Background: an optimization exercise with open tools, aiming at small area. Do not read the settings as production practice.
Function was checked by simulation only, so behaviour that the tests miss may differ from the original.
Power is estimated from default activity; no workload was simulated.

===== flow/flow/run.sh =====
#!/bin/bash
# The standard layout, with the port buffers made from the smallest buffer
# cell instead of the one buffer_ports picks by default.
set -euo pipefail
export BUFFER_PORTS_ARGS="-buffer_cell sky130_fd_sc_hd__buf_1"
bash standard.sh > standard_flow.log 2>&1

===== flow/standard.sh =====
#!/bin/bash
# synth_recipe.tcl (not shown) runs the flow's synth.tcl, then flattens the netlist and writes it again
# the make line also repeats each setting of config.mk as NAME=value (left out here)
make -C /OpenROAD-flow-scripts/flow DESIGN_CONFIG=/design/flow/config.mk WORK_HOME=/design/flow/orfs CLKGATE_MAP_FILE= SYNTH_SCRIPT=/design/flow/synth_recipe.tcl "${@:-finish}"

===== flow/config.mk =====
export PLATFORM = sky130hd
export DESIGN_NAME = arena_display
export DESIGN_NICKNAME = arena_display
export VERILOG_FILES = /design/flow/design.v
export SDC_FILE = /design/flow/constraint.sdc
export NUM_CORES = 4
export LEC_CHECK = 0
export ABC_AREA = 1
export CAP_MARGIN = 20
export CORE_MARGIN = 2
export CORE_UTILIZATION = 40
export SLEW_MARGIN = 20

===== flow/constraint.sdc =====
create_clock -name core_clock -period 14.0 [get_ports {clk}]
set_input_delay 2.8000 -clock core_clock [delete_from_list [all_inputs] [get_ports {clk}]]
set_output_delay 2.8000 -clock core_clock [all_outputs]
set_load 0.01 [all_outputs]

===== flow/design.v =====
package arena_pkg;
	typedef logic signed [10:0] coord_t;
	typedef logic [9:0] rail_t;
	typedef logic [6:0] score_t;
	typedef logic [3:0] digit_t;
	typedef logic [7:0] channel_t;
	localparam int H_TOTAL = 800;
	localparam int V_TOTAL = 525;
	localparam int H_SYNC_END = 95;
	localparam int V_SYNC_END = 1;
	localparam coord_t ACTIVE_X_MIN = 143;  
	localparam coord_t ACTIVE_X_MAX = 784;
	localparam coord_t ACTIVE_Y_MIN = 34;
	localparam coord_t ACTIVE_Y_MAX = 515;
	localparam coord_t FIELD_X_END = 660;  
	localparam coord_t BORDER_LEFT = 144;
	localparam coord_t BORDER_RIGHT = 659;
	localparam coord_t BORDER_TOP = 35;
	localparam coord_t BORDER_BOTTOM = 513;
	localparam coord_t HALF_LINE_Y = 275;
	localparam coord_t BLUE_GOAL1_X = 300;
	localparam coord_t BLUE_GOAL1_Y = 470;
	localparam coord_t BLUE_GOAL2_X = 400;
	localparam coord_t BLUE_GOAL2_Y = 430;
	localparam coord_t BLUE_GOAL3_X = 500;
	localparam coord_t BLUE_GOAL3_Y = 470;
	localparam coord_t RED_GOAL1_X = 300;
	localparam coord_t RED_GOAL1_Y = 80;
	localparam coord_t RED_GOAL2_X = 400;
	localparam coord_t RED_GOAL2_Y = 120;
	localparam coord_t RED_GOAL3_X = 500;
	localparam coord_t RED_GOAL3_Y = 80;
	localparam int GOAL_RING = 2;  
	localparam coord_t BLUE_VER_X = 240;
	localparam coord_t BLUE_HOR_Y = 370;
	localparam coord_t RED_VER_X = 560;
	localparam coord_t RED_HOR_Y = 180;
	localparam int BLUE_TENS_X = 676;
	localparam int BLUE_ONES_X = 698;
	localparam int RED_TENS_X = 738;
	localparam int RED_ONES_X = 762;
	localparam int SCORE_Y = 100;
	localparam channel_t BOARD_R = 200;  
	localparam channel_t BOARD_G = 210;
	localparam channel_t BOARD_B = 200;
endpackage
module raster_timing (
	input  logic clk,
	input  logic rst_n,
	input  logic pix_en,
	output logic [9:0] x,
	output logic [9:0] y,
	output logic hor_sync,
	output logic ver_sync
);
	function automatic logic ge_k(input logic [9:0] v, input int k);
		logic r;
		r = 1'b1;
		for (int i = 0; i < 10; i++)
			r = k[i] ? (v[i] & r) : (v[i] | r);
		ge_k = r;
	endfunction
	logic x_end;
	logic y_end;
	logic [10:0] xc;
	logic [10:0] yc;
	logic x_clr;
	logic y_clr;
	assign x_end = x[9] & x[8] & x[5] & (&x[3:0]);  
	assign y_end = y[9] & y[3] & y[2];              
	assign xc[0] = pix_en;
	assign yc[0] = pix_en & x_end;
	for (genvar i = 0; i < 10; i++) begin : g_carry
		assign xc[i + 1] = xc[i] & x[i];
		assign yc[i + 1] = yc[i] & y[i];
	end
	assign x_clr = !rst_n || (pix_en && x_end);
	assign y_clr = !rst_n || (yc[0] && y_end);
	always_ff @(posedge clk) begin
		x <= x_clr ? 10'd16 : x ^ xc[9:0];
		y <= y_clr ? 10'd0 : y ^ yc[9:0];
	end
	assign hor_sync = (ge_k(x, 112));  
	assign ver_sync = |y[9:1];   
endmodule
module pitch_painter (
	input  logic [9:0] x,
	input  logic [9:0] y,
	input  arena_pkg::rail_t team1_ver_pos,
	input  arena_pkg::rail_t team1_hor_pos,
	input  arena_pkg::rail_t team2_ver_pos,
	input  arena_pkg::rail_t team2_hor_pos,
	input  arena_pkg::coord_t ball_x,
	input  arena_pkg::coord_t ball_y,
	input  arena_pkg::coord_t bludger_x,
	input  arena_pkg::coord_t bludger_y,
	output logic red_shape,
	output logic blue_shape,
	output logic line_hit,
	output logic ball_hit,
	output logic bludger_hit
);
	function automatic logic ge_k(input logic [9:0] v, input int k);
		logic r;
		r = 1'b1;
		for (int i = 0; i < 10; i++)
			r = k[i] ? (v[i] & r) : (v[i] | r);
		ge_k = r;
	endfunction
	function automatic logic [9:0] sub10(input logic [9:0] a, input logic [9:0] b);
		logic c;
		c = 1'b1;
		for (int i = 0; i < 10; i++) begin
			sub10[i] = a[i] ^ !b[i] ^ c;
			c = (a[i] & !b[i]) | (a[i] & c) | (!b[i] & c);
		end
	endfunction
	function automatic logic [5:0] add6(input logic [5:0] a, input logic [5:0] b);
		logic c;
		c = 1'b0;
		for (int i = 0; i < 6; i++) begin
			add6[i] = a[i] ^ b[i] ^ c;
			c = (a[i] & b[i]) | (a[i] & c) | (b[i] & c);
		end
	endfunction
	function automatic logic le5(input logic [4:0] a, input logic [4:0] b, input logic eq);
		logic r;
		r = eq;
		for (int i = 0; i < 5; i++)
			r = (!a[i] & b[i]) | (!(a[i] ^ b[i]) & r);
		le5 = r;
	endfunction
	function automatic logic le6(input logic [5:0] a, input logic [5:0] b);
		logic r;
		r = 1'b1;
		for (int i = 0; i < 6; i++)
			r = (!a[i] & b[i]) | (!(a[i] ^ b[i]) & r);
		le6 = r;
	endfunction
	function automatic logic in_span(input logic [9:0] e, input logic [4:0] f);
		logic pos;
		logic neg;
		pos = e[9:5] == 5'h00;
		neg = e[9:5] == 5'h1f;
		in_span = (pos || neg) && le5(e[4:0] ^ {5{neg}}, f, !neg);
	endfunction
	function automatic logic in_span16(input logic [9:0] e, input logic [4:0] f);
		logic pos;
		logic neg;
		pos = ((e[9:5] == 5'h00) && !e[4]) || ((e[9:5] == 5'h1f) && e[4]);
		neg = ((e[9:5] == 5'h1f) && !e[4]) || ((e[9:5] == 5'h1e) && e[4]);
		in_span16 = (pos || neg) && le5({!e[4], e[3:0]} ^ {5{neg}}, f, !neg);
	endfunction
	function automatic logic small_disc(input logic [9:0] ex, input logic [9:0] ey,
			input logic cx_neg, input logic cy_neg);
		logic xin;
		logic x3;
		logic x4;
		logic yin;
		logic y3;
		logic y4;
		xin = (ex[9:5] == 5'h1f) && (ex[4:0] >= 5'd12) && (ex[4:0] <= 5'd20);
		x3 = (ex[4:0] == 5'd12) || (ex[4:0] == 5'd13) || (ex[4:0] == 5'd19) || (ex[4:0] == 5'd20);
		x4 = (ex[4:0] == 5'd12) || (ex[4:0] == 5'd20);
		yin = ((ey[9:3] == 7'h00) && (!ey[2] || (ey[1:0] == 2'd0))) ||
			((ey[9:3] == 7'h7f) && ey[2]);
		y3 = (ey[2:0] == 3'd3) || (ey[2:0] == 3'd4) || (ey[2:0] == 3'd5);
		y4 = ey[2:0] == 3'd4;
		small_disc = !cx_neg && !cy_neg && xin && yin && !(x3 && y3 && (x4 || y4));
	endfunction
	logic v_red;
	logic v_win;
	logic v_s;
	logic [5:0] v_a;
	logic [5:0] v_t;
	logic v_hit;
	assign v_red = x[9];
	assign v_win = v_red ? ((x[8:5] == 4'b0001) || (x[8:5] == 4'b0010)) :
		((x[8:5] == 4'b0111) || (x[8:5] == 4'b1000));
	assign v_s = x[5];
	assign v_a = add6({1'b0, x[4:0] ^ {5{v_s}}}, {5'd0, v_s});
	assign v_t[0] = (!v_a[5] && !v_a[4] && v_a[3] && !v_a[1]) || (!v_a[5] && v_a[4] && !v_a[3] && !v_a[2] && !v_a[0]) || (!v_a[5] && v_a[4] && !v_a[3] && v_a[2] && v_a[0]) || (!v_a[5] && !v_a[4] && v_a[2] && v_a[1] && v_a[0]) || (!v_a[5] && v_a[4] && !v_a[3] && v_a[1] && !v_a[0]);
	assign v_t[1] = (!v_a[5] && !v_a[4] && v_a[2] && v_a[1] && v_a[0]) || (!v_a[5] && !v_a[4] && v_a[3] && !v_a[2]) || (!v_a[5] && v_a[4] && !v_a[3] && !v_a[2] && !v_a[1]) || (!v_a[5] && v_a[4] && !v_a[3] && v_a[2] && !v_a[0]) || (!v_a[5] && v_a[4] && !v_a[2] && !v_a[1] && !v_a[0]);
	assign v_t[2] = (!v_a[5] && !v_a[4] && !v_a[3] && v_a[2] && v_a[1] && v_a[0]) || (!v_a[5] && !v_a[4] && v_a[3] && !v_a[2]) || (!v_a[5] && !v_a[4] && v_a[3] && !v_a[1]) || (!v_a[5] && v_a[3] && !v_a[2] && !v_a[1] && !v_a[0]) || (!v_a[5] && v_a[4] && !v_a[3] && v_a[2] && !v_a[1]) || (!v_a[5] && !v_a[4] && v_a[3] && !v_a[0]);
	assign v_t[3] = (!v_a[5] && !v_a[4] && !v_a[3] && !v_a[2]) || (!v_a[5] && v_a[4] && !v_a[3] && v_a[2]) || (!v_a[5] && !v_a[3] && v_a[2] && !v_a[1]) || (!v_a[5] && !v_a[3] && v_a[2] && !v_a[0]);
	assign v_t[4] = (!v_a[5] && !v_a[4]) || (!v_a[5] && !v_a[3] && !v_a[2]);
	assign v_t[5] = (!v_a[5] && !v_a[4]) || (!v_a[5] && !v_a[3]) || (!v_a[5] && !v_a[2] && !v_a[1] && !v_a[0]);
	assign v_hit = v_win && v_t[5] &&
		in_span(sub10(v_red ? team2_ver_pos : team1_ver_pos, y), v_t[4:0]);
	logic h_blue;
	logic h_win;
	logic h_up;
	logic [5:0] h_a;
	logic [5:0] h_t;
	logic h_hit;
	assign h_blue = y[8];
	assign h_win = (ge_k(y, 128) && !ge_k(y, 224)) ||
		(ge_k(y, 320) && !ge_k(y, 416));
	assign h_up = (!ge_k(y, 180)) ||
		(ge_k(y, 256) && !ge_k(y, 370));
	assign h_a = add6(y[5:0] ^ {6{h_up}}, h_blue ? (h_up ? 6'd51 : 6'd14) : (h_up ? 6'd53 : 6'd12));
	assign h_t[0] = (!h_a[5] && !h_a[4] && h_a[3] && !h_a[1]) || (!h_a[5] && h_a[4] && !h_a[3] && !h_a[2] && !h_a[0]) || (!h_a[5] && h_a[4] && !h_a[3] && h_a[2] && h_a[0]) || (!h_a[5] && !h_a[4] && h_a[2] && h_a[1] && h_a[0]) || (!h_a[5] && h_a[4] && !h_a[3] && h_a[1] && !h_a[0]);
	assign h_t[1] = (!h_a[5] && !h_a[4] && h_a[2] && h_a[1] && h_a[0]) || (!h_a[5] && !h_a[4] && h_a[3] && !h_a[2]) || (!h_a[5] && h_a[4] && !h_a[3] && !h_a[2] && !h_a[1]) || (!h_a[5] && h_a[4] && !h_a[3] && h_a[2] && !h_a[0]) || (!h_a[5] && h_a[4] && !h_a[2] && !h_a[1] && !h_a[0]);
	assign h_t[2] = (!h_a[5] && !h_a[4] && !h_a[3] && h_a[2] && h_a[1] && h_a[0]) || (!h_a[5] && !h_a[4] && h_a[3] && !h_a[2]) || (!h_a[5] && !h_a[4] && h_a[3] && !h_a[1]) || (!h_a[5] && h_a[3] && !h_a[2] && !h_a[1] && !h_a[0]) || (!h_a[5] && h_a[4] && !h_a[3] && h_a[2] && !h_a[1]) || (!h_a[5] && !h_a[4] && h_a[3] && !h_a[0]);
	assign h_t[3] = (!h_a[5] && !h_a[4] && !h_a[3] && !h_a[2]) || (!h_a[5] && h_a[4] && !h_a[3] && h_a[2]) || (!h_a[5] && !h_a[3] && h_a[2] && !h_a[1]) || (!h_a[5] && !h_a[3] && h_a[2] && !h_a[0]);
	assign h_t[4] = (!h_a[5] && !h_a[4]) || (!h_a[5] && !h_a[3] && !h_a[2]);
	assign h_t[5] = (!h_a[5] && !h_a[4]) || (!h_a[5] && !h_a[3]) || (!h_a[5] && !h_a[2] && !h_a[1] && !h_a[0]);
	assign h_hit = h_win && h_t[5] &&
		in_span16(sub10(h_blue ? team1_hor_pos : team2_hor_pos, x), h_t[4:0]);
	logic g_xw;
	logic g_c1;
	logic g_c2;
	logic g_left;
	logic [5:0] g_kx;
	logic [5:0] ax;
	logic g_blue;
	logic g_yw;
	logic g_up;
	logic [5:0] g_ky;
	logic [5:0] ay;
	logic [5:0] lo;
	logic [5:0] hi;
	logic g_ring;
	logic g_post;
	logic g_hit;
	assign g_xw = (ge_k(x, 256) && !ge_k(x, 576));
	assign g_c1 = (ge_k(x, 368) && !ge_k(x, 464));
	assign g_c2 = (ge_k(x, 464));
	assign g_left = (!ge_k(x, 316)) ||
		(ge_k(x, 368) && !ge_k(x, 416)) ||
		(ge_k(x, 464) && !ge_k(x, 516));
	assign g_kx = g_c2 ? (g_left ? 6'd5 : 6'd60) : g_c1 ? (g_left ? 6'd33 : 6'd32) : (g_left ? 6'd61 : 6'd4);
	assign ax = add6(x[5:0] ^ {6{g_left}}, g_kx);
	assign g_blue = y[9] | y[8];
	assign g_yw = g_c1 ? ((ge_k(y, 64) && !ge_k(y, 176)) ||
		(ge_k(y, 384) && !ge_k(y, 480))) : ((!ge_k(y, 128)) ||
		(ge_k(y, 416)));
	assign g_up = g_c1 ? ((!ge_k(y, 120)) ||
		(ge_k(y, 256) && !ge_k(y, 430))) : ((!ge_k(y, 80)) ||
		(ge_k(y, 256) && !ge_k(y, 470)));
	assign g_ky = g_blue ? (g_c1 ? (g_up ? 6'd47 : 6'd18) : (g_up ? 6'd23 : 6'd42)) : (g_c1 ? (g_up ? 6'd57 : 6'd8) : (g_up ? 6'd17 : 6'd48));
	assign ay = add6(y[5:0] ^ {6{g_up}}, g_ky);
	assign lo[0] = (!ay[3] && !ay[2] && !ay[1] && !ay[0]) || (!ay[5] && ay[3] && !ay[2] && ay[0]) || (!ay[4] && ay[3] && !ay[2] && ay[1]) || (!ay[4] && ay[3] && ay[2] && !ay[1] && !ay[0]) || (!ay[4] && ay[3] && ay[1] && ay[0]) || (ay[4] && ay[3] && !ay[1] && ay[0]) || (ay[5] && !ay[3] && !ay[1]) || (ay[5] && !ay[2] && ay[1]) || (ay[4] && !ay[3] && ay[2] && !ay[0]) || (ay[4] && !ay[3] && ay[1] && ay[0]) || (ay[5] && ay[1] && !ay[0]);
	assign lo[1] = (!ay[5] && !ay[4] && !ay[3]) || (!ay[5] && !ay[2] && !ay[1] && !ay[0]) || (ay[4] && ay[3] && ay[1] && ay[0]) || (ay[4] && ay[3] && !ay[1] && !ay[0]) || (!ay[4] && !ay[3] && !ay[2] && ay[0]) || (!ay[5] && ay[2] && ay[1] && ay[0]) || (ay[4] && !ay[3] && ay[1] && !ay[0]) || (ay[4] && !ay[3] && !ay[2] && !ay[1]);
	assign lo[2] = (ay[4] && ay[2] && ay[1] && ay[0]) || (!ay[5] && !ay[4] && !ay[3]) || (!ay[5] && !ay[4] && !ay[1]) || (!ay[5] && ay[3] && !ay[2] && !ay[0]) || (!ay[4] && !ay[3] && !ay[1] && !ay[0]) || (!ay[4] && !ay[2] && ay[1] && ay[0]) || (!ay[5] && !ay[4] && !ay[0]) || (ay[4] && ay[3] && !ay[2] && !ay[1]) || (ay[4] && !ay[3] && ay[2] && ay[1]);
	assign lo[3] = (ay[5] && !ay[2] && ay[1] && ay[0]) || (ay[5] && ay[2] && !ay[1]) || (ay[4] && !ay[3] && ay[2] && ay[1]) || (ay[4] && ay[3] && !ay[2]) || (ay[4] && ay[3] && !ay[1]) || (ay[4] && ay[3] && !ay[0]);
	assign lo[4] = (ay[5] && !ay[3] && !ay[2] && !ay[1]) || (ay[4] && ay[2] && ay[1]) || (ay[4] && ay[3]) || (ay[5] && !ay[2] && ay[1] && !ay[0]);
	assign lo[5] = (!ay[5] && !ay[4]) || (ay[4] && !ay[3] && !ay[2]) || (!ay[5] && !ay[3] && !ay[1]);
	assign hi[0] = (!ay[5] && !ay[4] && !ay[2] && !ay[1]) || (ay[3] && !ay[2] && !ay[1] && ay[0]) || (ay[4] && ay[3] && ay[2] && !ay[0]) || (!ay[4] && !ay[3] && ay[2]) || (!ay[5] && !ay[3] && ay[1]) || (ay[5] && ay[0]) || (!ay[4] && ay[2] && ay[1]) || (!ay[4] && ay[2] && ay[0]) || (!ay[4] && !ay[3] && !ay[1]);
	assign hi[1] = (ay[5] && !ay[3] && !ay[2] && !ay[1] && !ay[0]) || (ay[5] && ay[1] && ay[0]) || (ay[5] && ay[2] && ay[0]) || (!ay[4] && ay[3] && ay[2] && ay[1]) || (ay[4] && !ay[3] && !ay[2] && !ay[1]) || (ay[4] && !ay[3] && ay[2] && ay[1]) || (ay[4] && ay[3] && ay[2] && !ay[1]) || (ay[4] && ay[3] && !ay[1] && !ay[0]) || (ay[3] && ay[2] && !ay[1] && ay[0]);
	assign hi[2] = (ay[3] && ay[2] && ay[0]) || (ay[5] && ay[1] && ay[0]) || (ay[5] && ay[2] && !ay[1] && !ay[0]) || (ay[5] && ay[3] && !ay[0]) || (ay[3] && ay[2] && ay[1]) || (ay[4] && !ay[3] && !ay[2]) || (ay[4] && ay[2] && !ay[1]);
	assign hi[3] = (!ay[5] && !ay[4] && !ay[3]) || (ay[4] && ay[3] && ay[2]) || (!ay[4] && ay[3] && !ay[2]) || (!ay[4] && !ay[2] && !ay[0]) || (!ay[4] && !ay[2] && !ay[1]) || (!ay[4] && ay[3] && !ay[1] && !ay[0]) || (ay[5] && ay[2] && ay[1] && ay[0]);
	assign hi[4] = (ay[4] && ay[3] && ay[2]) || (ay[5] && !ay[3] && !ay[1]) || (ay[5] && !ay[2] && ay[1]) || (ay[5] && ay[2] && !ay[0]);
	assign hi[5] = (!ay[5] && !ay[3]) || (!ay[5] && !ay[4]) || (ay[4] && !ay[2]);
	assign g_ring = g_yw && ((!ay[5]) || (!ay[4] && !ay[3]) || (!ay[4] && !ay[2] && !ay[1])) && le6(lo, ax) && le6(ax, hi);
	assign g_post = (ax[5:2] == 4'd0) && (ax[1:0] != 2'd3) && (g_c1 ? ((!ge_k(y, 81)) ||
		(ge_k(y, 470))) : ((!ge_k(y, 41)) ||
		(ge_k(y, 510))));
	assign g_hit = g_xw && (g_ring || g_post);
	assign red_shape = (g_hit && !g_blue) || (v_hit && v_red) || (h_hit && !h_blue);
	assign blue_shape = (g_hit && g_blue) || (v_hit && !v_red) || (h_hit && h_blue);
	assign ball_hit = small_disc(sub10(ball_x[9:0], x), sub10(ball_y[9:0], y), ball_x[10], ball_y[10]);
	assign bludger_hit = small_disc(sub10(bludger_x[9:0], x), sub10(bludger_y[9:0], y),
		bludger_x[10], bludger_y[10]);
	assign line_hit = ((!ge_k(x, 161)) ||
		(ge_k(x, 675))) || ((!ge_k(y, 36)) ||
		(ge_k(y, 275) && !ge_k(y, 276)) ||
		(ge_k(y, 513) && !ge_k(y, 514)));
endmodule
module score_board (
	input  logic [9:0] x,
	input  logic [9:0] y,
	input  arena_pkg::score_t team1_score,
	input  arena_pkg::score_t team2_score,
	output logic blue_digit_hit,
	output logic red_digit_hit
);
	function automatic logic ge_k(input logic [9:0] v, input int k);
		logic r;
		r = 1'b1;
		for (int i = 0; i < 10; i++)
			r = k[i] ? (v[i] & r) : (v[i] | r);
		ge_k = r;
	endfunction
	function automatic logic [4:0] add5(input logic [4:0] a, input logic [4:0] b);
		logic c;
		c = 1'b0;
		for (int i = 0; i < 5; i++) begin
			add5[i] = a[i] ^ b[i] ^ c;
			c = (a[i] & b[i]) | (a[i] & c) | (b[i] & c);
		end
	endfunction
	logic red_side;
	logic ones_sel;
	logic [5:0] half;
	logic [4:0] dx;
	logic [5:0] d5;
	logic [3:0] digit;
	logic [6:0] lit;  
	logic col_l;
	logic col_m;
	logic col_r;
	logic row_t;
	logic row_u;
	logic row_m;
	logic row_l;
	logic row_b;
	logic hit;
	assign red_side = (ge_k(x, 736));
	assign ones_sel = (ge_k(x, 704) && !ge_k(x, 736)) ||
		(ge_k(x, 768));
	assign half = red_side ? team2_score[6:1] : team1_score[6:1];  
	assign d5[0] = (!half[5] && !half[4] && half[3] && half[1]) || (!half[5] && !half[4] && half[3] && half[2]) || (!half[5] && half[4] && !half[3] && !half[2]) || (!half[5] && half[3] && half[2] && half[1]) || (half[5] && !half[4] && !half[3]) || (half[5] && !half[3] && half[2]) || (half[5] && half[4] && half[3] && !half[2]) || (half[5] && !half[3] && half[1]);
	assign d5[1] = (!half[5] && half[4] && half[2]) || (!half[5] && half[4] && half[3]) || (half[5] && !half[4] && !half[3]) || (half[4] && half[3] && half[2]);
	assign d5[2] = (half[5] && half[3]) || (half[5] && half[4]);
	assign d5[3] = (!half[5] && !half[4] && !half[3] && half[1]) || (!half[5] && !half[4] && half[3] && half[2] && !half[1]) || (!half[5] && half[4] && !half[3] && !half[2] && !half[1]) || (!half[5] && !half[3] && half[2] && half[1]) || (!half[5] && half[4] && half[3] && !half[2] && half[1]) || (half[5] && !half[4] && !half[3] && !half[1]) || (half[5] && !half[4] && half[3] && half[1]) || (half[5] && !half[3] && half[2] && !half[1]) || (half[5] && half[4] && half[3] && !half[2] && !half[1]) || (half[5] && half[3] && half[2] && half[1]);
	assign d5[4] = (!half[5] && half[4] && !half[2] && !half[1]) || (!half[5] && half[4] && half[3] && !half[2]) || (half[5] && !half[4] && !half[3] && !half[2] && half[1]) || (half[5] && half[4] && !half[3] && half[2] && half[1]) || (half[4] && half[3] && !half[2] && !half[1]) || (half[5] && !half[4] && half[2] && !half[1]) || (!half[5] && !half[4] && !half[3] && half[2]) || (!half[4] && half[3] && half[2] && half[1]);
	assign d5[5] = (half[5] && !half[4] && !half[3] && half[2] && half[1]) || (!half[5] && !half[4] && half[3] && !half[2] && !half[1]) || (half[5] && half[4] && !half[3] && !half[2] && !half[1]) || (!half[5] && half[4] && !half[3] && !half[2] && half[1]) || (half[5] && half[4] && half[3] && !half[2] && half[1]) || (!half[5] && half[4] && half[3] && half[2] && !half[1]);
	assign digit = ones_sel ? {d5[5:3], half[0]} : {1'b0, d5[2:0]};
	assign lit[0] = (!digit[2] && digit[1]) || (digit[2] && !digit[1]) || (digit[3]) || (digit[2] && !digit[0]);
	assign lit[1] = (!digit[1] && !digit[0]) || (digit[3]) || (digit[2] && !digit[1]) || (digit[2] && !digit[0]);
	assign lit[2] = (!digit[2] && !digit[0]) || (digit[1] && !digit[0]);
	assign lit[3] = (!digit[2] && !digit[0]) || (digit[3]) || (!digit[2] && digit[1]) || (digit[2] && !digit[1] && digit[0]) || (digit[1] && !digit[0]);
	assign lit[4] = (!digit[1]) || (digit[0]) || (digit[2]);
	assign lit[5] = (!digit[2]) || (!digit[1] && !digit[0]) || (digit[1] && digit[0]);
	assign lit[6] = (!digit[2] && !digit[0]) || (digit[1]) || (digit[3]) || (digit[2] && digit[0]);
	assign dx = add5(x[4:0], red_side ? (ones_sel ? 5'd22 : 5'd14) : (ones_sel ? 5'd22 : 5'd12));
	assign col_l = (dx[4] && dx[3] && !dx[2] && !dx[1] && !dx[0]) || (dx[4] && !dx[3] && dx[2] && dx[1]);
	assign col_m = (!dx[4] && !dx[3]) || (dx[4] && dx[3] && dx[0]) || (dx[4] && dx[3] && dx[1]) || (dx[4] && dx[3] && dx[2]);
	assign col_r = (!dx[4] && dx[3] && !dx[2] && !dx[1]) || (!dx[4] && dx[3] && !dx[2] && !dx[0]);
	assign row_t = (ge_k(y, 81) && !ge_k(y, 84));
	assign row_u = (ge_k(y, 84) && !ge_k(y, 99));
	assign row_m = (ge_k(y, 99) && !ge_k(y, 102));
	assign row_l = (ge_k(y, 102) && !ge_k(y, 117));
	assign row_b = (ge_k(y, 117) && !ge_k(y, 120));
	assign hit = (col_m && row_t && lit[6]) || (col_r && row_u && lit[5]) ||
		(col_r && row_l && lit[4]) || (col_m && row_b && lit[3]) ||
		(col_l && row_l && lit[2]) || (col_l && row_u && lit[1]) ||
		(col_m && row_m && lit[0]);
	assign red_digit_hit = hit && red_side;
	assign blue_digit_hit = hit && !red_side;
endmodule
module pixel_composer (
	input  logic clk,
	input  logic rst_n,
	input  logic pix_en,
	input  logic [9:0] x,
	input  logic [9:0] y,
	input  logic red_shape,
	input  logic blue_shape,
	input  logic line_hit,
	input  logic ball_hit,
	input  logic bludger_hit,
	input  logic blue_digit_hit,
	input  logic red_digit_hit,
	output arena_pkg::channel_t red,
	output arena_pkg::channel_t green,
	output arena_pkg::channel_t blue
);
	function automatic logic ge_k(input logic [9:0] v, input int k);
		logic r;
		r = 1'b1;
		for (int i = 0; i < 10; i++)
			r = k[i] ? (v[i] & r) : (v[i] | r);
		ge_k = r;
	endfunction
	logic y_act;
	logic field;
	logic board;
	logic r_d;
	logic g_d;
	logic b_d;
	logic k_d;
	logic r_q;
	logic g_q;
	logic b_q;
	logic k_q;
	assign y_act = (ge_k(y, 35) && !ge_k(y, 515));
	assign field = y_act && ((ge_k(x, 160) && !ge_k(x, 676)));
	assign board = y_act && ((ge_k(x, 677) && !ge_k(x, 800)));
	assign r_d = (field && (red_shape || line_hit || ball_hit || bludger_hit)) ||
		(board && red_digit_hit);
	assign g_d = field && (line_hit || bludger_hit) && !ball_hit;
	assign b_d = (field && (blue_shape || line_hit || ball_hit) && !bludger_hit) ||
		(board && blue_digit_hit && !red_digit_hit);
	assign k_d = board && !red_digit_hit && !blue_digit_hit;
	always_ff @(posedge clk) begin
		if (!rst_n) begin
			r_q <= 1'b0;
			g_q <= 1'b0;
			b_q <= 1'b0;
			k_q <= 1'b0;
		end else if (pix_en) begin
			r_q <= r_d;
			g_q <= g_d;
			b_q <= b_d;
			k_q <= k_d;
		end
	end
	assign red = {r_q | k_q, r_q | k_q, r_q, r_q, r_q | k_q, r_q, r_q, r_q};
	assign green = {g_q | k_q, g_q | k_q, g_q, g_q | k_q, g_q, g_q, g_q | k_q, g_q};
	assign blue = {b_q | k_q, b_q | k_q, b_q, b_q, b_q | k_q, b_q, b_q, b_q};
endmodule
module arena_display (
	input  logic clk,
	input  logic rst_n,
	input  logic pix_en,
	input  arena_pkg::rail_t team1_ver_pos,
	input  arena_pkg::rail_t team1_hor_pos,
	input  arena_pkg::rail_t team2_ver_pos,
	input  arena_pkg::rail_t team2_hor_pos,
	input  arena_pkg::coord_t ball_x,
	input  arena_pkg::coord_t ball_y,
	input  arena_pkg::coord_t bludger_x,
	input  arena_pkg::coord_t bludger_y,
	input  arena_pkg::score_t team1_score,
	input  arena_pkg::score_t team2_score,
	output logic hor_sync,
	output logic ver_sync,
	output arena_pkg::channel_t red,
	output arena_pkg::channel_t green,
	output arena_pkg::channel_t blue
);
	logic [9:0] x;
	logic [9:0] y;
	logic red_shape;
	logic blue_shape;
	logic line_hit;
	logic ball_hit;
	logic bludger_hit;
	logic blue_digit_hit;
	logic red_digit_hit;
	raster_timing u_timing (
		.clk(clk), .rst_n(rst_n), .pix_en(pix_en), .x(x), .y(y),
		.hor_sync(hor_sync), .ver_sync(ver_sync)
	);
	pitch_painter u_painter (
		.x(x), .y(y),
		.team1_ver_pos(team1_ver_pos), .team1_hor_pos(team1_hor_pos),
		.team2_ver_pos(team2_ver_pos), .team2_hor_pos(team2_hor_pos),
		.ball_x(ball_x), .ball_y(ball_y), .bludger_x(bludger_x), .bludger_y(bludger_y),
		.red_shape(red_shape), .blue_shape(blue_shape), .line_hit(line_hit),
		.ball_hit(ball_hit), .bludger_hit(bludger_hit)
	);
	score_board u_board (
		.x(x), .y(y), .team1_score(team1_score), .team2_score(team2_score),
		.blue_digit_hit(blue_digit_hit), .red_digit_hit(red_digit_hit)
	);
	pixel_composer u_composer (
		.clk(clk), .rst_n(rst_n), .pix_en(pix_en), .x(x), .y(y),
		.red_shape(red_shape), .blue_shape(blue_shape), .line_hit(line_hit),
		.ball_hit(ball_hit), .bludger_hit(bludger_hit),
		.blue_digit_hit(blue_digit_hit), .red_digit_hit(red_digit_hit),
		.red(red), .green(green), .blue(blue)
	);
endmodule

==> reports/qor.yml, run 1 <==
detailed_routing:
  remaining_drc_errors: 0
  wl_um: 19100
  drtPass1Iterations: 5
  vias: 6658
  antenna_left: 0
  avgRoutedWirePerCell_um: 14.8
  vias_per_cell: 5.17
  drt-initial-drc-count: 469
global_route:
  grt_pass1_vias: 6234
  grt_use_total_pct: 21.5
  gr-usage-met3_pct: 2.36
  grt_pass1_wl_um: 30900
  grt_overflow: 0
  use_met1_pct: 29.4
  top_usage_layer: "met2"
  gr-usage-met2_pct: 37.4
  grt_max_degree: 18
  antenna_found_initial: 0
power_and_ir_drop:
  ir_drop_mv: 0.0400
  p_per_area_nw_per_um2: 32.9
  leakagePower_nw: 3.27
synth:
  synth_edf_count: 0
  ys_warn_count: 4
  synthesis.nets: 1197
  syn_area_per_cell_um2: 6.83
  syn_area_um2: 6690
  yosysSeqAreaShare_pct: 7.18
  synth_compound_area_share_pct: 14.4
  synth_top_cell_area_share_pct: 17.4
  synth_area_leaders: "fa_1 (17%), ha_1 (11%), nand2_1 (10%)"
  synth_top_area_cell: "fa_1"
  async_reset_ff_share_pct: 0
  yosys.area_share.adder_pct: 28.4
  synthDistinctLibCells: 62
  ys.flop_type: "dfxtp_1"
  synth-xor-area-share_pct: 5.74
  synth_top_family_by_area: "simple AND/OR/NAND/NOR gates"
  netlist_instances: 979
  ys_ff_latch: 24
  synth.area.mux_share_pct: 1.81
  synth_simple_gate_area_share_pct: 29.3
critical_path:
  crit_top_cell: "nand2_1"
  required_ps: 14200
  ff2ff_setup_slack_ps: 7290
  timing.rr.end: "u_composer.b_q$_SDFFE_PN0P_"
  path_max_fanout: 4
  cp.arrival_ps: 8570
  startpoint_type: "input port"
  slowest_stage: "fa_1"
  worst-setup-path-type: "in -> reg"
  slowest_delay_ps: 420
  reg2reg_from: "u_timing.x[5]$_SDFF_PP0_"
  reg2regPathDepth: 36
  end_kind: "flop"
placement:
  dp_hpwl_um: 16100
  io_buffers: 124
  globalplace.congestion: 0.944
cts:
  clk_pin_slew_ps: 60
  cts.path.max_buffers: 2
  clk_latency_ps: 260
  cts_tree: "done"
  cts_made_buffers: 3
  cts_resized: 0
  cts_max_level: 1
  cts_num_sinks: 24
  post_cts_buffers: 0
  root_buffer: "clkbuf_16"
  cts_hold_buffers: 0
timing:
  fmax_mhz: 119
  relSlewSlack_pct: 50.5
  report.final.hold_viol_count: 0
  finalCritPeriodShare_pct: 59.8
  worst_pin_slew_ps: 743
  finClkSkew_ps: 2.77
  rsz0062_at_grt: "false"
  tns_ps: 0
  slew_violations: 0
  period_minus_slack_ps: 8370
  finalSetupViolCount: 0
hold_path:
  whs_path_depth: 2
  hold_path.class: "reg -> reg"
  holdPathEnd: "u_composer.g_q$_SDFFE_PN0P_"
  hold_start: "u_composer.g_q$_SDFFE_PN0P_"
finish:
  layout_commonest_cell: "nand2_1"
  fin_util_pct: 44.3
  drive_gt1_share_pct: 6.55
  nets: 1288
  layout_common_cells: "nand2_1 (179), inv_1 (151), buf_1 (124), nor2_1 (115), nand3_1 (60)"
  syn_to_final_growth_pct: 9.09
  n_antenna_cell: 0
  fillers: 1764
die:
  coreArea_um2: 16500
  pin_count: 127
  initial_core_util_pct: 40.6
  rows: 47
  die_area_um2: 17800
  die_w_um: 133
  fp.dieH_um: 133
run:
  cap_violations: 0
status:
  outcome: "timing/DRC/antenna clean"
[where the power goes]
part / internal, mW / switching (mW)
Combinational: 0.0359 / 0.0494
Sequential: 0.0689 / 0.00250
Clock: 0.0569 / 0.0263
[worst max path at each step]
| stage | startpoint | end | slack, ps | cells past startpoint |
|---|---|---|---|---|
| floorplan | team1_hor_pos[0] | u_composer.b_q$_SDFFE_PN0P_ | 6100 | 33 |
| global placement | team1_hor_pos[0] | u_composer.b_q$_SDFFE_PN0P_ | 5390 | 34 |
| detailed placement | team1_hor_pos[0] | u_composer.b_q$_SDFFE_PN0P_ | 5340 | 34 |
| CTS | team1_hor_pos[0] | u_composer.b_q$_SDFFE_PN0P_ | 5610 | 34 |
| global route | team1_hor_pos[0] | u_composer.b_q$_SDFFE_PN0P_ | 5100 | 34 |
| finish | team1_hor_pos[0] | u_composer.b_q$_SDFFE_PN0P_ | 5630 | 34 |
[through the flow]
step           power (mW)  cells  instance area, um^2  worst slack (ps)  hold WS (ps)
2_1_floorplan       0.131    979                 6690              6100           490
3_3_place_gp        0.157   1285                 7190              5390           528
3_5_place_dp        0.158   1285                 7190              5340           530
4_1_cts             0.241   1289                 7300              5610           540
5_1_grt             0.259   1289                 7300              5100           553
6_report            0.240   1289                 7300              5630           529
[state kept, by name, indices dropped and copies added, names as in the netlist]
register        count
u_composer.r_q      1
u_composer.b_q      1
u_composer.k_q      1
u_timing.y         10
u_composer.g_q      1
u_timing.x         10
[cells by family after synthesis]
kind of cell | Yosys count
AO/OA/AOI/OAI | 141
XOR/XNOR | 43
adder cells (fa/ha/maj) | 117
buffers and inverters | 207
flip-flops | 24
multiplexers | 12
AND/OR/NAND/NOR | 435
[synth_stat cells (5+ instances only)]
| master | n |
|---|---|
| a211oi_1 | 6 |
| a21oi_1 | 34 |
| buf_2 | 7 |
| buf_4 | 23 |
| clkbuf_1 | 6 |
| dfxtp_1 | 24 |
| fa_1 | 58 |
| ha_1 | 59 |
| inv_1 | 151 |
| inv_2 | 13 |
| mux2i_1 | 11 |
| nand2_1 | 179 |
| nand2_2 | 16 |
| nand2_4 | 6 |
| nand3_1 | 60 |
| nand4_1 | 15 |
| nor2_1 | 115 |
| nor3_1 | 17 |
| nor4_1 | 11 |
| o2111ai_1 | 7 |
| o211ai_1 | 5 |
| o21ai_0 | 31 |
| o21ai_1 | 7 |
| xnor2_1 | 12 |
| xor2_1 | 30 |
[layer usage]
metal  routed length, um  part of all wire [%]
met1                8460                    44
met2                9180                    48
met3                1170                   6.1
met4                 259                   1.4
met5                   0                     0
[cell type report]
type,instances,area (um^2),share of cell area [%]
inverter,167,632,8.66
clock inverter,1,30.0,0.412
multi-input combinational,748,5320,73.0
tap,220,275,3.77
clock buffer,3,75.1,1.03
timing repair buffer,126,480,6.58
sequential,24,480,6.58
[critical path: cells and delay by family]
| family | cells | cell delay, ps |
|---|---|---|
| mux | 1 | 140 |
| xor+xnor | 3 | 460 |
| buf+inv | 3 | 160 |
| fa+ha+maj | 10 | 3160 |
| compound gates | 4 | 830 |
| simple gates | 13 | 1010 |
==> run 2, diff against run 1 <==
==> flow/run.sh (new file) <==
#!/bin/bash
# synth_recipe.tcl (not shown) runs the flow's synth.tcl, then flattens the netlist and writes it again
# the make line also repeats each setting of config.mk as NAME=value (left out here)
make -C /OpenROAD-flow-scripts/flow DESIGN_CONFIG=/design/flow/config.mk WORK_HOME=/design/flow/orfs CLKGATE_MAP_FILE= SYNTH_SCRIPT=/design/flow/synth_recipe.tcl finish
removed: flow/flow/run.sh
removed: flow/standard.sh
==> run 2 against run 1 <==
Net effect: clock-buffer cell count unchanged; largest power group unchanged; sequential power about the same; cell area increased by 11%; combinational power increased by 21%; critical path depth is the same; register-to-register slack got worse by 70 ps; final cell count unchanged; synthesized cell count unchanged; largest cell class unchanged; still clean on timing, DRC and antenna; maximum frequency decreased by 3.6%.
==> reports/qor.yml, run 2 <==
status:
  outcome: "timing/DRC/antenna clean"
cts:
  root_buffer: "clkbuf_16"
  cts_made_buffers: 3
  clk_pin_slew_ps: 60
  cts.path.max_buffers: 2
  cts_resized: 0
  clk_latency_ps: 260
  cts_tree: "done"
  cts_max_level: 1
  cts_num_sinks: 24
  cts_hold_buffers: 0
  post_cts_buffers: 0
detailed_routing:
  vias: 6619
  remaining_drc_errors: 0
  wl_um: 19600
  drtPass1Iterations: 5
  antenna_left: 0
  avgRoutedWirePerCell_um: 15.2
  vias_per_cell: 5.13
  drt-initial-drc-count: 497
global_route:
  antenna_found_initial: 0
  grt_use_total_pct: 22.5
  grt_overflow: 0
  grt_max_degree: 25
  grt_pass1_vias: 6387
  grt_pass1_wl_um: 32200
timing:
  slew_violations: 0
  period_minus_slack_ps: 8690
  finalCritPeriodShare_pct: 62.0
  tns_ps: 0
  finClkSkew_ps: 3.94
  finalSetupViolCount: 0
  worst_pin_slew_ps: 734
  fmax_mhz: 115
  report.final.hold_viol_count: 0
  rsz0062_at_grt: "false"
  relSlewSlack_pct: 51.1
critical_path:
  worst-setup-path-type: "in -> reg"
  slowest_stage: "fa_1"
  crit_top_cell: "nand2_1"
  cp.arrival_ps: 8880
  end_kind: "flop"
  required_ps: 14190
  path_max_fanout: 4
  startpoint_type: "input port"
  slowest_delay_ps: 420
finish:
  multi_input_area_um2: 5320
  reg_top3: "u_timing.x (10), u_timing.y (10)"
  syn_to_final_growth_pct: 20.7
  regArea_um2: 480
  n_antenna_cell: 0
  layout_commonest_cell: "nand2_1"
  stdcell_count: 1289
  drive_gt1_share_pct: 6.55
  layout_common_cells: "nand2_1 (179), inv_1 (151), clkdlybuf4s50_1 (124), nor2_1 (115), nand3_1 (60)"
  nets: 1288
  fillers: 1718
synth:
  synthesis.nets: 1197
  yosysSeqAreaShare_pct: 7.18
  ys_ff_latch: 24
  ys.flop_type: "dfxtp_1"
  synth.most_common_cell: "nand2_1"
  synth_common_cells: "nand2_1 (179), inv_1 (151), nor2_1 (115)"
  synthDistinctLibCells: 62
  syn_area_per_cell_um2: 6.83
  synth_edf_count: 0
  synth_top_cell_area_share_pct: 17.4
  async_reset_ff_share_pct: 0
  synth_top_area_cell: "fa_1"
  syn_area_um2: 6690
  synth_area_leaders: "fa_1 (17%), ha_1 (11%), nand2_1 (10%)"
  ys_warn_count: 4
  netlist_instances: 979
placement:
  placedCellCount: 1285
  io_buffers: 124
  dp_hpwl_um: 16600
  globalplace.congestion: 0.966
die:
  fp.dieH_um: 133
  die_w_um: 133
  pin_count: 127
  initial_core_util_pct: 40.6
  die_area_um2: 17800
  rows: 47
  coreArea_um2: 16500
power_and_ir_drop:
  ir_drop_mv: 0.0408
  leakagePower_nw: 3.60
  p_per_area_nw_per_um2: 31.9
run:
  cap_violations: 0
hold_path:
  hold_path.class: "reg -> reg"
-- run 2: worst paths after layout --
path / from / depth (start not counted) / slack, ps / endpoint
worst max register to register: u_timing.x[5]$_SDFF_PP0_ / 36 / 7220 / u_composer.r_q$_SDFFE_PN0P_
worst min-delay path: u_composer.g_q$_SDFFE_PN0P_ / 2 / 530 / u_composer.g_q$_SDFFE_PN0P_
worst min register to register: u_composer.g_q$_SDFFE_PN0P_ / 2 / 530 / u_composer.g_q$_SDFFE_PN0P_
worst max-delay path: team1_hor_pos[0] / 34 / 5310 / u_composer.r_q$_SDFFE_PN0P_
-- run 2: where the power goes --
part	total [mW]	switching [mW]	internal (mW)
Sequential	0.0712	0.00240	0.0688
Combinational	0.103	0.0496	0.0535
Clock	0.0834	0.0265	0.0569
-- run 2: stage by stage --
stage               area [um^2]  utilization [%]  setup WS [ps]  total power, mW  hold WS (ps)
finish                     8070             49.0           5310            0.258           531
global route               8070             49.0           4690            0.277           576
CTS                        8070             49.0           5240            0.261           538
detailed placement         7970             48.4           4970            0.176           527
global placement           7970             48.4           5040            0.175           524
floorplan                  6690                -           6100            0.131           490
-- run 2: final cells by class --
type	count	area share, %
clock buffer	3	0.930
multi-input combinational	748	65.9
clock inverter	1	0.372
inverter	167	7.83
tap	220	3.41
timing repair buffer	126	15.6
sequential	24	5.95
-- run 2: critical path, delay by kind of cell --
family          cells  cell delay, ps
buf+inv             3             490
compound gates      4             880
xor+xnor            3             470
mux                 1             180
simple gates       13             930
fa+ha+maj          10            3100
-- run 2: kinds of logic (layout without fill, tap and decap cells) --
family	Yosys count	count (layout)	share of synthesized area, %
compound gates	141	141	14.4
xor+xnor	43	43	5.74
fa+ha+maj	117	117	28.4
buf+inv	207	297	13.2
flops	24	24	7.18
mux	12	12	1.81
simple gates	435	435	29.3
-- run 2: metal layers --
metal,global-route usage [%],up-vias,share of wire (%)
met3,1.41,22,4.9
met2,38.9,221,48
met5,0,-,0
li1,-,3360,-
met1,31.4,3016,46
met4,4.26,0,1.5
==> run 3, diff against run 2 <==
==> flow/flow/run.sh (new file) <==
#!/bin/bash
# The standard layout with two changes:
#  - synthesis maps the logic with a stronger ABC area script (flow/abc_area.script)
#    and without Yosys's full-adder extraction; the flip-flops are mapped by the
#    standard dfflibmap step, so they keep the standard synthesis's names and cells;
#  - port buffers use the smallest buffer cell.
# Each make run writes its full output to a log file here; ORFS keeps its
# per-step logs under orfs/logs.
set -euo pipefail
W=$PWD
rm -rf "$W/orfs_scripts"
cp -r "$FLOW_HOME/scripts" "$W/orfs_scripts"
cp "$W/flow/abc_area.script" "$W/orfs_scripts/abc_area.script"
export BUFFER_PORTS_ARGS="-buffer_cell sky130_fd_sc_hd__buf_1"
SCRIPTS_DIR="$W/orfs_scripts" ADDER_MAP_FILE= bash standard.sh synth > "$W/synth_make.log" 2>&1
bash standard.sh > "$W/layout_make.log" 2>&1
==> flow/flow/abc_area.script (new file) <==
strash
&get -n
&deepsyn -T 20
&put
dch -f
map -a
strash
&get -n
&deepsyn -T 20
&put
dch -f
map -a
topo
==> flow/standard.sh (new file) <==
#!/bin/bash
# synth_recipe.tcl (not shown) runs the flow's synth.tcl, then flattens the netlist and writes it again
# the make line also repeats each setting of config.mk as NAME=value (left out here)
make -C /OpenROAD-flow-scripts/flow DESIGN_CONFIG=/design/flow/config.mk WORK_HOME=/design/flow/orfs CLKGATE_MAP_FILE= SYNTH_SCRIPT=/design/flow/synth_recipe.tcl "${@:-finish}"
removed: flow/run.sh
==> run 3 against run 2 <==
Net effect: non-clock buffer count up 1; power decreased by 2.2%; routed wire length fell by 3.3%; cell area down 22%; critical endpoint unchanged.
==> reports/qor.yml, run 3 <==
status:
  outcome: "timing/DRC/antenna clean"
cts:
  cts_max_level: 1
  clk_latency_ps: 270
  cts_hold_buffers: 0
  cts_resized: 0
  cts.path.max_buffers: 2
  post_cts_buffers: 0
  cts_tree: "done"
  clk_pin_slew_ps: 60
  cts_num_sinks: 24
  root_buffer: "clkbuf_16"
  cts_made_buffers: 3
placement:
  placedCellCount: 1318
  dp_hpwl_um: 15300
  io_buffers: 124
  globalplace.congestion: 0.995
critical_path:
  startpoint_type: "flop"
  slowest_delay_ps: 700
  crit_family: "compound AO/OA/AOI/OAI gates"
  worst-setup-path-type: "reg -> reg"
  required_ps: 14140
  cp.arrival_ps: 7720
  end_kind: "flop"
  crit_top_cell: "nor2_1"
  path_max_fanout: 17
  path_buf_inv: 2
  slowest_stage: "dfxtp_1"
timing:
  tns_ps: 0
  finalCritPeriodShare_pct: 54.2
  slew_violations: 0
  report.final.hold_viol_count: 0
  rsz0062_at_grt: "false"
  finClkSkew_ps: 4.51
  worst_pin_slew_ps: 897
  period_minus_slack_ps: 7590
  relSlewSlack_pct: 38.7
  finalSetupViolCount: 0
  fmax_mhz: 132
global_route:
  grt_overflow: 0
  grt_max_degree: 20
  grt_pass1_wl_um: 30300
  gr-usage-met2_pct: 42.2
  top_usage_layer: "met2"
  grt_pass1_vias: 6174
  antenna_found_initial: 0
  gr-usage-met3_pct: 2.81
  grt_use_total_pct: 25.1
  use_met1_pct: 34.3
finish:
  layout_common_cells: "nor2_1 (222), nand2_1 (159), clkinv_1 (149), buf_1 (124), o21ai_0 (93)"
  fillers: 1560
  stdcell_count: 1322
  drive_gt1_share_pct: 3.33
  n_antenna_cell: 0
  nets: 1244
  layout_commonest_cell: "nor2_1"
  reg_top3: "u_timing.x (10), u_timing.y (10)"
  syn_to_final_growth_pct: 11.6
synth:
  ys_ff_latch: 24
  synth-xor-area-share_pct: 14.7
  synth.area.mux_share_pct: 2.29
  synth_common_cells: "nor2_1 (222), nand2_1 (159), clkinv_1 (149)"
  yosysSeqAreaShare_pct: 8.47
  synthesis.nets: 1133
  synth_compound_area_share_pct: 24.7
  synth.most_common_cell: "nor2_1"
  yosys.area_share.adder_pct: 1.76
  synth_edf_count: 0
  async_reset_ff_share_pct: 0
  synth_top_family_by_area: "simple AND/OR/NAND/NOR gates"
  synth_simple_gate_area_share_pct: 35.5
  ys_warn_count: 4
  syn_area_um2: 5680
  ys.flop_type: "dfxtp_1"
  netlist_instances: 1032
  synth_top_area_cell: "nor2_1"
  synth_area_leaders: "nor2_1 (15%), nand2_1 (11%), clkinv_1 (9.9%)"
  synthDistinctLibCells: 41
  synth_top_cell_area_share_pct: 14.7
  syn_area_per_cell_um2: 5.50
power_and_ir_drop:
  p_switching_mw: 0.0873
  leakagePower_nw: 2.30
  p_int_mw: 0.165
  pwr-share-clk_pct: 32.8
  seqPwrFrac_pct: 28.3
  finalPower_mw: 0.252
  netSwitchingFraction_pct: 34.7
  p_comb_share_pct: 38.9
  ir_drop_mv: 0.0425
  p_per_area_nw_per_um2: 39.8
detailed_routing:
  antenna_left: 0
  vias: 7160
  drt-initial-drc-count: 747
  drtPass1Iterations: 5
  avgRoutedWirePerCell_um: 14.3
  wl_um: 19000
  remaining_drc_errors: 0
  vias_per_cell: 5.42
die:
  rows: 43
  die_area_um2: 15200
  pin_count: 127
  coreArea_um2: 13900
  initial_core_util_pct: 40.9
  fp.dieH_um: 123
  die_w_um: 123
run:
  cap_violations: 0
hold_path:
  hold_path.class: "reg -> reg"
## run 3: power groups by stage
stage / clock, mW / sequential, mW / combinational (mW)
floorplan: 0 / 0.0719 / 0.0732
global placement: 0 / 0.0728 / 0.0960
detailed placement: 0 / 0.0728 / 0.0967
CTS: 0.0833 / 0.0713 / 0.0974
global route: 0.0865 / 0.0715 / 0.112
finish: 0.0827 / 0.0713 / 0.0979
## run 3: final timing paths
path / startpoint / endpoint / slack (ps) / cells after the start
worst min register to register: u_composer.k_q$_SDFFE_PN0P_ / u_composer.k_q$_SDFFE_PN0P_ / 500 / 2
worst max register to register: u_timing.x[5]$_SDFF_PP0_ / u_composer.r_q$_SDFFE_PN0P_ / 6410 / 29
worst min-delay path: u_composer.k_q$_SDFFE_PN0P_ / u_composer.k_q$_SDFFE_PN0P_ / 500 / 2
worst max-delay path: u_timing.x[5]$_SDFF_PP0_ / u_composer.r_q$_SDFFE_PN0P_ / 6410 / 29
## run 3: stage by stage
stage	area [um^2]	hold slack (ps)	setup slack (ps)	util, %
global placement	6230	492	6500	44.9
floorplan	5680	453	7130	-
finish	6340	499	6410	45.6
global route	6340	533	5870	45.6
CTS	6340	506	6720	45.6
detailed placement	6230	497	6470	44.9
## run 3: cells by family (layout without fill, tap and decap cells)
kind of cell,after synthesis,in the layout
and+or+nand+nor,483,483
AOI/OAI and AO/OA,237,237
buffers and inverters,170,280
xor gates and xnor gates,95,95
DFF,24,24
muxes,13,13
adders and majority gates,10,10
## run 3: per-layer routing
metal / vias to the layer above / wire, um / share of wire [%]
met2: 322 / 8410 / 44
met4: 0 / 397 / 2.1
met3: 42 / 1580 / 8.3
met5: - / 0 / 0
li1: 3672 / - / -
met1: 3124 / 8560 / 45
## run 3: layout make-up
cell class / count / area (um^2) / area share [%]
Tap cell: 180 / 225 / 3.55
Timing Repair Buffer: 127 / 488 / 7.70
Multi-Input combinational cell: 838 / 4480 / 70.7
Inverter: 149 / 559 / 8.83
Sequential cell: 24 / 480 / 7.58
Clock buffer: 3 / 75.1 / 1.18
Clock inverter: 1 / 30.0 / 0.474
## run 3: tightest hold or removal path, stage by stage, from the launching register on
cell and delay [ps]:
dfxtp_1 330, nand2_1 70, a21oi_1 50
==> run 4, diff against run 3 <==
--- a/flow/design.v
+++ b/flow/design.v
@@ -220,2 +220,5 @@
 	logic [5:0] ay;
+	logic g_swap;
+	logic [5:0] g_n;
+	logic [5:0] g_m;
 	logic [5:0] lo;
@@ -242,15 +245,18 @@
 	assign ay = add6(y[5:0] ^ {6{g_up}}, g_ky);
-	assign lo[0] = (!ay[3] && !ay[2] && !ay[1] && !ay[0]) || (!ay[5] && ay[3] && !ay[2] && ay[0]) || (!ay[4] && ay[3] && !ay[2] && ay[1]) || (!ay[4] && ay[3] && ay[2] && !ay[1] && !ay[0]) || (!ay[4] && ay[3] && ay[1] && ay[0]) || (ay[4] && ay[3] && !ay[1] && ay[0]) || (ay[5] && !ay[3] && !ay[1]) || (ay[5] && !ay[2] && ay[1]) || (ay[4] && !ay[3] && ay[2] && !ay[0]) || (ay[4] && !ay[3] && ay[1] && ay[0]) || (ay[5] && ay[1] && !ay[0]);
-	assign lo[1] = (!ay[5] && !ay[4] && !ay[3]) || (!ay[5] && !ay[2] && !ay[1] && !ay[0]) || (ay[4] && ay[3] && ay[1] && ay[0]) || (ay[4] && ay[3] && !ay[1] && !ay[0]) || (!ay[4] && !ay[3] && !ay[2] && ay[0]) || (!ay[5] && ay[2] && ay[1] && ay[0]) || (ay[4] && !ay[3] && ay[1] && !ay[0]) || (ay[4] && !ay[3] && !ay[2] && !ay[1]);
-	assign lo[2] = (ay[4] && ay[2] && ay[1] && ay[0]) || (!ay[5] && !ay[4] && !ay[3]) || (!ay[5] && !ay[4] && !ay[1]) || (!ay[5] && ay[3] && !ay[2] && !ay[0]) || (!ay[4] && !ay[3] && !ay[1] && !ay[0]) || (!ay[4] && !ay[2] && ay[1] && ay[0]) || (!ay[5] && !ay[4] && !ay[0]) || (ay[4] && ay[3] && !ay[2] && !ay[1]) || (ay[4] && !ay[3] && ay[2] && ay[1]);
-	assign lo[3] = (ay[5] && !ay[2] && ay[1] && ay[0]) || (ay[5] && ay[2] && !ay[1]) || (ay[4] && !ay[3] && ay[2] && ay[1]) || (ay[4] && ay[3] && !ay[2]) || (ay[4] && ay[3] && !ay[1]) || (ay[4] && ay[3] && !ay[0]);
-	assign lo[4] = (ay[5] && !ay[3] && !ay[2] && !ay[1]) || (ay[4] && ay[2] && ay[1]) || (ay[4] && ay[3]) || (ay[5] && !ay[2] && ay[1] && !ay[0]);
-	assign lo[5] = (!ay[5] && !ay[4]) || (ay[4] && !ay[3] && !ay[2]) || (!ay[5] && !ay[3] && !ay[1]);
-	assign hi[0] = (!ay[5] && !ay[4] && !ay[2] && !ay[1]) || (ay[3] && !ay[2] && !ay[1] && ay[0]) || (ay[4] && ay[3] && ay[2] && !ay[0]) || (!ay[4] && !ay[3] && ay[2]) || (!ay[5] && !ay[3] && ay[1]) || (ay[5] && ay[0]) || (!ay[4] && ay[2] && ay[1]) || (!ay[4] && ay[2] && ay[0]) || (!ay[4] && !ay[3] && !ay[1]);
-	assign hi[1] = (ay[5] && !ay[3] && !ay[2] && !ay[1] && !ay[0]) || (ay[5] && ay[1] && ay[0]) || (ay[5] && ay[2] && ay[0]) || (!ay[4] && ay[3] && ay[2] && ay[1]) || (ay[4] && !ay[3] && !ay[2] && !ay[1]) || (ay[4] && !ay[3] && ay[2] && ay[1]) || (ay[4] && ay[3] && ay[2] && !ay[1]) || (ay[4] && ay[3] && !ay[1] && !ay[0]) || (ay[3] && ay[2] && !ay[1] && ay[0]);
-	assign hi[2] = (ay[3] && ay[2] && ay[0]) || (ay[5] && ay[1] && ay[0]) || (ay[5] && ay[2] && !ay[1] && !ay[0]) || (ay[5] && ay[3] && !ay[0]) || (ay[3] && ay[2] && ay[1]) || (ay[4] && !ay[3] && !ay[2]) || (ay[4] && ay[2] && !ay[1]);
-	assign hi[3] = (!ay[5] && !ay[4] && !ay[3]) || (ay[4] && ay[3] && ay[2]) || (!ay[4] && ay[3] && !ay[2]) || (!ay[4] && !ay[2] && !ay[0]) || (!ay[4] && !ay[2] && !ay[1]) || (!ay[4] && ay[3] && !ay[1] && !ay[0]) || (ay[5] && ay[2] && ay[1] && ay[0]);
-	assign hi[4] = (ay[4] && ay[3] && ay[2]) || (ay[5] && !ay[3] && !ay[1]) || (ay[5] && !ay[2] && ay[1]) || (ay[5] && ay[2] && !ay[0]);
-	assign hi[5] = (!ay[5] && !ay[3]) || (!ay[5] && !ay[4]) || (ay[4] && !ay[2]);
-	assign g_ring = g_yw && ((!ay[5]) || (!ay[4] && !ay[3]) || (!ay[4] && !ay[2] && !ay[1])) && le6(lo, ax) && le6(ax, hi);
+	assign lo[0] = (!g_n[3] && !g_n[2] && !g_n[1] && !g_n[0]) || (g_n[3] && !g_n[2] && g_n[0]) || (!g_n[4] && g_n[3] && !g_n[2] && g_n[1]) || (!g_n[4] && g_n[3] && g_n[2] && !g_n[1] && !g_n[0]) || (g_n[3] && g_n[1] && g_n[0]) || (g_n[4] && g_n[1] && g_n[0]) || (g_n[4] && g_n[3] && g_n[0]) || (g_n[4] && !g_n[3] && g_n[2] && !g_n[0]);
+	assign lo[1] = (!g_n[4] && !g_n[3]) || (!g_n[2] && !g_n[1] && !g_n[0]) || (g_n[2] && g_n[1] && g_n[0]) || (!g_n[3] && !g_n[2] && !g_n[1]) || (g_n[4] && g_n[3] && g_n[1] && g_n[0]) || (!g_n[3] && g_n[1] && !g_n[0]) || (g_n[4] && g_n[3] && !g_n[1] && !g_n[0]);
+	assign lo[2] = (!g_n[4] && !g_n[2]) || (!g_n[4] && !g_n[1]) || (g_n[3] && !g_n[2] && !g_n[1]) || (!g_n[3] && g_n[2] && g_n[1]) || (g_n[3] && g_n[1] && !g_n[0]);
+	assign lo[3] = (g_n[4] && g_n[2] && g_n[1]) || (g_n[4] && g_n[3]);
+	assign lo[4] = (g_n[4] && g_n[2] && g_n[1]) || (g_n[4] && g_n[3]);
+	assign lo[5] = (!g_n[4]) || (!g_n[3] && !g_n[2]) || (!g_n[3] && !g_n[1]);
+	assign hi[0] = (!g_n[4] && !g_n[3]) || (!g_n[4] && !g_n[2] && !g_n[1]) || (g_n[2] && g_n[1]) || (!g_n[3] && g_n[1]) || (g_n[3] && !g_n[2] && !g_n[1] && g_n[0]) || (g_n[4] && g_n[3] && g_n[2] && !g_n[0]) || (!g_n[4] && !g_n[1] && g_n[0]);
+	assign hi[1] = (g_n[3] && g_n[2] && g_n[0]) || (g_n[3] && g_n[2] && g_n[1]) || (g_n[4] && !g_n[3] && !g_n[2] && !g_n[1]) || (g_n[4] && g_n[2] && g_n[1]) || (g_n[4] && g_n[3] && !g_n[1] && !g_n[0]);
+	assign hi[2] = (g_n[3] && g_n[2] && g_n[0]) || (g_n[3] && g_n[2] && g_n[1]) || (g_n[4] && !g_n[3] && !g_n[2]) || (g_n[4] && g_n[2] && !g_n[1]);
+	assign hi[3] = (!g_n[4] && !g_n[3]) || (!g_n[4] && !g_n[2]) || (g_n[4] && g_n[3] && g_n[2]) || (!g_n[4] && !g_n[1] && !g_n[0]);
+	assign hi[4] = (g_n[4] && g_n[3] && g_n[2]);
+	assign hi[5] = (!g_n[4]) || (!g_n[3]) || (!g_n[2]);
+	assign g_swap = !le6(ay, ax);
+	assign g_n = g_swap ? ax : ay;
+	assign g_m = g_swap ? ay : ax;
+	assign g_ring = g_yw && ((!g_n[5] && !g_n[4]) || (!g_n[5] && !g_n[3]) || (!g_n[5] && !g_n[2]) || (!g_n[5] && !g_n[1])) && le6(lo, g_m) && le6(g_m, hi);
 	assign g_post = (ax[5:2] == 4'd0) && (ax[1:0] != 2'd3) && (g_c1 ? ((!ge_k(y, 81)) ||
==> flow/flow/abc_area.script (replaced) <==
strash
&get -n
&deepsyn -T 20
&put
dch -f
map -a
strash
&get -n
&deepsyn -T 20
&put
dch -f
amap
topo
--- a/flow/config.mk
+++ b/flow/config.mk
@@ -8,5 +8,6 @@
 export ABC_AREA = 1
-export CAP_MARGIN = 20
+export CAP_MARGIN = 0
 export CORE_MARGIN = 2
 export CORE_UTILIZATION = 40
-export SLEW_MARGIN = 20
+export CTS_BUF_LIST = sky130_fd_sc_hd__clkbuf_8
+export SLEW_MARGIN = 0
==> run 4 against run 3 <==
Net effect: combinational power decreased by 7.4%; sequential power about the same; hold slack improved by 58 ps; critical path depth increased by 13; final cell count decreased by 7.9%; clock skew increased by 0.90 ps; synthesized cell count decreased by 9.7%; register-to-register slack got worse by 3300 ps; core utilization increased by 0.18 points; via count decreased by 5.3%; setup slack got worse by 3300 ps; flip-flop and latch count unchanged; critical endpoint is now u_composer.b_q$_SDFFE_PN0P_; largest power group unchanged.
==> reports/qor.yml, run 4 <==
finish:
  fillers: 1399
  nets: 1147
  layout_common_cells: "nor2_1 (225), buf_1 (124), o21ai_0 (119), nand2_1 (98), a21oi_1 (95)"
  layout_commonest_cell: "nor2_1"
  n_antenna_cell: 0
  fin_util_pct: 45.8
  syn_to_final_growth_pct: 12.5
  reg_top3: "u_timing.x (10), u_timing.y (10)"
  drive_gt1_share_pct: 0.957
timing:
  relSlewSlack_pct: 37.7
  period_minus_slack_ps: 10850
  finalWorstSetupSlack_ps: 3150
  worst_pin_slew_ps: 927
  tns_ps: 0
  finalCritPeriodShare_pct: 77.5
  rsz0062_at_grt: "false"
  finClkSkew_ps: 5.41
  report.final.hold_viol_count: 0
  fmax_mhz: 92.2
  slew_violations: 0
  holdWs_ps: 557
  finalSetupViolCount: 0
synth:
  syn_area_per_cell_um2: 5.47
  netlist_instances: 932
  async_reset_ff_share_pct: 0
  synth_area_leaders: "nor2_1 (17%), o21ai_0 (12%), dfxtp_1 (9.4%)"
  ys_ff_latch: 24
  synth.most_common_cell: "nor2_1"
  yosysSeqAreaShare_pct: 9.43
  synth_top_cell_area_share_pct: 16.6
  synthDistinctLibCells: 54
  syn_area_um2: 5100
  ys.flop_type: "dfxtp_1"
  synthesis.nets: 1033
  ys_warn_count: 4
  synth_top_area_cell: "nor2_1"
  synth_edf_count: 0
  synth_common_cells: "nor2_1 (225), o21ai_0 (119), nand2_1 (98)"
critical_path:
  worst-setup-path-type: "reg -> reg"
  end_kind: "flop"
  required_ps: 14230
  slowest_delay_ps: 780
  crit_top_cell: "nor2_1"
  slowest_stage: "dfxtp_1"
  path_max_fanout: 20
  startpoint_type: "flop"
  cp.arrival_ps: 11080
global_route:
  grt_overflow: 0
  grt_max_degree: 21
  grt_use_total_pct: 25.2
  grt_pass1_wl_um: 27500
  antenna_found_initial: 0
  grt_pass1_vias: 5646
die:
  fp.dieH_um: 117
  initial_core_util_pct: 40.7
  die_w_um: 117
  pin_count: 127
  rows: 41
  coreArea_um2: 12500
  die_area_um2: 13700
placement:
  io_buffers: 124
  place_worst_setup_slack_ps: 3490
  globalplace.congestion: 0.968
  dp_hpwl_um: 14200
cts:
  cts.path.max_buffers: 2
  cts_max_level: 1
  cts_made_buffers: 3
  cts_num_sinks: 24
  post_cts_buffers: 0
  cts_tree: "done"
  root_buffer: "clkbuf_8"
  clk_latency_ps: 280
  cts_hold_buffers: 0
  clk_pin_slew_ps: 90
  cts_resized: 0
detailed_routing:
  vias_per_cell: 5.57
  drt-initial-drc-count: 567
  antenna_left: 0
  avgRoutedWirePerCell_um: 14.3
  remaining_drc_errors: 0
  drtPass1Iterations: 7
  vias: 6782
  wl_um: 17400
hold_path:
  hold_path.class: "reg -> reg"
status:
  outcome: "timing/DRC/antenna clean"
power_and_ir_drop:
  ir_drop_mv: 0.0317
  p_per_area_nw_per_um2: 39.1
  leakagePower_nw: 1.82
run:
  cap_violations: 0
run 4: cell types whose count changed in the layout (fill, tap and decap cells not counted), sizes merged, moves of 11 or more:
cell    change
nor2b      +11
or2        -15
mux2i      -13
xnor2      -40
o22ai      +41
a21oi      +35
clkinv     -65
xor2       -54
o21ai      +26
o21a       +25
nand2      -61
run 4: routing by layer:
metal  global-route usage [%]  wire length (um)
met4                     4.24               216
met3                     4.07              1250
met2                     41.4              7650
met5                        0                 0
met1                     35.3              8270
run 4: area by class of cell:
class,count,area [um^2],share of cell area [%]
repair buffers,130,510,8.90
multi-input cells,803,4140,72.2
inverters,84,315,5.50
clock inverters,1,30.0,0.524
flip-flops and latches,24,480,8.38
clock buffers,3,41.3,0.720
well taps,172,215,3.75
run 4: path summary, 6_finish.rpt:
check,cells after the start,slack [ps],endpoint,startpoint
worst min-delay path,2,560,u_composer.g_q$_SDFFE_PN0P_,u_composer.g_q$_SDFFE_PN0P_
worst max-delay path,42,3150,u_composer.b_q$_SDFFE_PN0P_,u_timing.x[5]$_SDFF_PP0_
worst max register to register,42,3150,u_composer.b_q$_SDFFE_PN0P_,u_timing.x[5]$_SDFF_PP0_
worst min register to register,2,560,u_composer.g_q$_SDFFE_PN0P_,u_composer.g_q$_SDFFE_PN0P_
run 4: worst max-delay path: cells and delay by family, from the launching register on:
kind	cells	cell delay [ps]
simple gates	16	3740
buf+inv	6	2070
flops	1	780
compound gates	20	4180
run 4: cells by family (layout without fill, tap and decap cells):
| group | after synthesis | count (layout) | share of synthesized area (%) |
|---|---|---|---|
| AND/OR/NAND/NOR | 408 | 408 | 33.4 |
| AO/OA/AOI/OAI | 394 | 394 | 47.7 |
| buffers and inverters | 105 | 218 | 9.28 |
| flip-flops | 24 | 24 | 9.43 |
| XOR/XNOR | 1 | 1 | 0.172 |
run 4: through the flow:
stage,area (um^2),power [mW],cells
finish,5740,0.224,1217
global route,5740,0.243,1217
CTS,5740,0.225,1217
detailed placement,5660,0.162,1213
global placement,5660,0.161,1213
floorplan,5100,0.138,932
run 4: power breakdown:
part / leakage, nW / total, mW / switching, mW / internal, mW
clock network: 0.0357 / 0.0626 / 0.0242 / 0.0383
logic: 1.59 / 0.0907 / 0.0560 / 0.0348
registers: 0.194 / 0.0712 / 0.00206 / 0.0691
total: 1.82 / 0.224 / 0.0823 / 0.142

==> separate check: timing with driven ports <==
Ports are ideal in the flow. The routed layouts listed here were re-timed in OpenROAD. Step 1, drivers: a clkbuf_16 drives clk and a buf_2 each remaining input, both assumed. Step 2 also shifts input and output timing later by t, the mid clock arrival at the registers, as if the neighbouring blocks saw the same clock. Three values: ideal ports, drivers, drivers and shift; two values: the first two.
run	t (ns)	slack for setup (ns)	hold WS [ns]	worst setup path after step 2	worst register clock-pin slew, ns
run 1	0.292	5.626 / 5.635 / 5.343	0.529 / 0.529 / 0.529	input to register	0.07 / 0.07
run 2	0.296	5.314 / 5.327 / 5.031	0.531 / 0.531 / 0.531	input to register	0.07 / 0.07
run 3	0.304	6.412 / 6.412 / 6.412	0.499 / 0.499 / 0.499	register to register	0.06 / 0.06
run 4	0.309	3.150 / 3.150 / 3.150	0.557 / 0.557 / 0.557	register to register	0.09 / 0.09
After both steps setup and hold are still met in every run listed.
